Source: an optimization exercise on an open RTL-to-GDS flow (aim: small area, a short achievable clock period and few clock cycles per item). Production flows keep margins and buffers that such runs may drop.
At most, simulation tests tie the RTL to the original design; equivalence was not proved.
No activity file was given, so power comes from the tool's default toggle rates.

## tone_pattern_sequencer_top
module tone_pattern_sequencer_top (
  input  wire logic                  clk_i,
  input  wire logic                  rst_ni,
  input  wire logic                  in_valid_i,
  output logic                       in_stall_o,
  input  wire logic [2:0]            operation_i,
  input  wire logic [TIME_BITS-1:0]  now_ms_i,
  input  wire logic [3:0]            pattern_id_i,
  input  wire logic [15:0]           custom_freq_hz_i,
  input  wire logic [15:0]           custom_duty_i,
  input  wire logic [15:0]           custom_length_ms_i,
  input  wire logic                  enable_value_i,
  output logic                       out_valid_o,
  input  wire logic                  out_stall_i,
  output logic                       tone_on_o,
  output logic [FREQ_BITS-1:0]       tone_freq_hz_o,
  output logic [DUTY_BITS-1:0]       tone_duty_o,
  output logic                       busy_res_o,
  input  wire logic                  cfg_valid_i,
  output logic                       cfg_ready_o,
  input  wire logic [1:0]            cfg_index_i,
  input  wire logic [CFG_DATA_W-1:0] cfg_data_i
);
For scale: about 1,100 cells after synthesis, about 160 flip-flops, about 140 I/O pins.
clock: 5.5 ns
lec_check: 0
cap_margin: 20
core_margin: 2
core_utilization: 50
cts_buf_list: sky130_fd_sc_hd__clkbuf_8
setup_slack_margin: 3.3
slew_margin: 20
tns_end_percent: 5
standard.sh (not shown) runs the stock make flow with config.mk's settings and CLKGATE_MAP_FILE= SYNTH_SCRIPT=/design/flow/synth_recipe.tcl, a recipe that flattens the netlist after the stock synthesis.
==> flow/flow/run.sh <==
#!/bin/bash
# The standard layout (the standard.sh, unchanged synthesis and steps),
# with the port buffers made from the smallest plain buffer cell.
export BUFFER_PORTS_ARGS="-buffer_cell sky130_fd_sc_hd__buf_1"
bash standard.sh > standard.log 2>&1
Testbench counts at the start, summed over its fixed seeds: cycles 8,008, items 8,000.
Next try:
Settings changed: SETUP_SLACK_MARGIN 3.3 to 3.0, TNS_END_PERCENT 5 to 0.
After rerunning: Setup slack got worse by 0.0072 ns; clock skew hardly moves; global-route usage is lower by 0.29 points; synthesized cell count does not change; register-to-register slack degrades by 0.09 ns; design area drops by 3.9%; wire length drops by 2.7%.
Next try:
Settings changed: TNS_END_PERCENT 0 to 2.
Outcome:
- synthesized cell count is unchanged
- die area is unchanged
- design area rose by 0.92%
- total power fell by 0.70%
- via count rose by 0.68%
- setup slack is better by 0.017 ns

tone_pattern_sequencer_top, a different RTL version from the one above (not shown whole).
Size: ~1200 cells after synthesis, roughly 150 flip-flops, roughly 140 I/O pins, roughly 11000 um^2 of cells after synthesis.
clock: 5.5 ns
lec_check: 0
cap_margin: 20
core_margin: 2
core_utilization: 40
setup_slack_margin: 3.0
slew_margin: 20
tns_end_percent: 5
run.sh (not shown) runs the stock make flow with config.mk's settings and CLKGATE_MAP_FILE= SYNTH_SCRIPT=/design/flow/synth_recipe.tcl, a recipe that flattens the netlist after the stock synthesis.
Stock flow here: none of the scripts above is used.
Next try:
==> flow/flow/run.sh (new file) <==
#!/bin/bash
# The standard layout (the standard.sh, unchanged synthesis and steps),
# with the port buffers made from the smallest plain buffer cell.
export BUFFER_PORTS_ARGS="-buffer_cell sky130_fd_sc_hd__buf_1"
bash standard.sh > standard.log 2>&1
==> flow/standard.sh (new file) <==
#!/bin/bash
# synth_recipe.tcl (not shown) runs the flow's synth.tcl, then flattens the netlist and writes it again
# the make line also repeats each setting of config.mk as NAME=value (left out here)
make -C /OpenROAD-flow-scripts/flow DESIGN_CONFIG=/design/flow/config.mk WORK_HOME=/design/flow/orfs CLKGATE_MAP_FILE= SYNTH_SCRIPT=/design/flow/synth_recipe.tcl "${@:-finish}"
removed: flow/run.sh
Worst setup slack gains 160 ps.
Via count goes down by 1.8%.
Combinational power goes down by about 10%.
No functional check of the RTL was part of any run of this note.

Setup of run 1:
tone_pattern_sequencer_top with an RTL version that a note above also has.
Settings: LEC_CHECK=0, CAP_MARGIN=20, CORE_MARGIN=2, CORE_UTILIZATION=40, CTS_BUF_LIST=sky130_fd_sc_hd__clkbuf_8, SETUP_SLACK_MARGIN=3.0, SLEW_MARGIN=20, TNS_END_PERCENT=5; clock period 5.5 ns.
standard.sh (not shown) runs the stock make flow with config.mk's settings and CLKGATE_MAP_FILE= SYNTH_SCRIPT=/design/flow/synth_recipe.tcl, a recipe that flattens the netlist after the stock synthesis.
==> flow/flow/run.sh <==
#!/bin/bash
# The standard layout (the standard.sh, unchanged synthesis and steps),
# with the port buffers made from the smallest plain buffer cell.
export BUFFER_PORTS_ARGS="-buffer_cell sky130_fd_sc_hd__buf_1"
bash standard.sh > standard.log 2>&1
Testbench counts of run 1, summed over its fixed seeds: cycles 8,008, items 8,000.
#### Input delta (run 2 over run 1)
- a change of CORE_UTILIZATION from 40 to 50
- a change of SETUP_SLACK_MARGIN from 3.0 to 2.5
Findings:
Run 2 went all the way through synthesis, placement and routing and the layout is clean on timing, DRC and antenna. Between run 1 and run 2, post-layout total power is lower for run 2, run 1 comes in above that. [compare] base=run 1 new=run 2: logic gate share of total power lost 0.2 points, worst setup slack before clock tree synthesis lost 11 ps.
What run 3 does differently from run 2 at the input level:
- CORE_UTILIZATION: 50 -> 40
- CTS_BUF_LIST: sky130_fd_sc_hd__clkbuf_8 -> unset
- SETUP_SLACK_MARGIN: 2.5 -> 3.0
The final reports for run 3 and run 2 show part of the power in combinational logic lower in the former.
Comparing run 2 and run 3, the higher cell count is on run 3.
Diff run 3..run 2 | worst setup slack | negligible
The required time at the worst-slack endpoint in run 3 sits 30 ps below the value recorded for run 2.
Setup changes, run 3 to run 4
- swapping 40 for 55 in CORE_UTILIZATION
- putting CTS_BUF_LIST at sky130_fd_sc_hd__clkbuf_8 where nothing was set
Results
- Diff run 3 and run 4: total power higher in run 3
- Proportion of power drawn by combinational gates in run 4 is 2.4 points above run 3.
- Between run 3 and run 4, the via count is lower for run 3.
- Compared to run 3, run 4 has finished layout cell area 370 µm² lower.
- Run 4 ended with less depth of the worst register-to-register path than run 3.
- Final clock period utilization by the worst path, run 3 and run 4: larger value in run 3

-- separate check: timing with driven ports --
The results above use ideal ports. As a check the final layouts listed here were re-extracted and re-timed, cells and wires unchanged. Step 1, drivers: a clkbuf_16 drives clk_i and a buf_2 each remaining input, both assumed. Step 2 moves the port delays by t, midway between the first and last clock arrival at a register: inputs arrive t later, outputs are due t later. That takes back most of the time a late clock gives input paths. Three values: ideal, step 1, step 2; two values: the first two.
| run | t (ns) | slack for setup (ns) | hold slack, ns | slew at the worst register clock pin (ns) | cell pins on the clock port's net |
|---|---|---|---|---|---|
| the first run of note 1 | 0.516 | 1.921 / 1.869 / 1.353 | 0.471 / 0.471 / 0.471 | 0.11 / 0.11 | 1 |
| the second run of note 1 | 0.524 | 1.913 / 1.894 / 1.375 | 0.476 / 0.476 / 0.476 | 0.12 / 0.12 | 1 |
| the third run of note 1 | 0.516 | 1.930 / 1.878 / 1.362 | 0.471 / 0.471 / 0.471 | 0.11 / 0.11 | 1 |
| the first run of note 2 | 0.485 | 1.627 / 1.627 / 1.199 | 0.502 / 0.502 / 0.502 | 0.08 / 0.08 | 1 |
| the second run of note 2 | 0.482 | 1.784 / 1.784 / 1.340 | 0.500 / 0.500 / 0.500 | 0.09 / 0.09 | 1 |
| run 1 | 0.502 | 1.942 / 1.901 / 1.398 | 0.483 / 0.483 / 0.483 | 0.11 / 0.11 | 1 |
| run 2 | 0.517 | 1.925 / 1.880 / 1.363 | 0.470 / 0.470 / 0.470 | 0.11 / 0.11 | 1 |
| run 3 | 0.480 | 1.926 / 1.891 / 1.411 | 0.474 / 0.474 / 0.474 | 0.08 / 0.08 | 1 |
| run 4 | 0.516 | 1.947 / 1.919 / 1.403 | 0.475 / 0.475 / 0.475 | 0.12 / 0.12 | 1 |
After both steps every run listed still meets setup and hold.
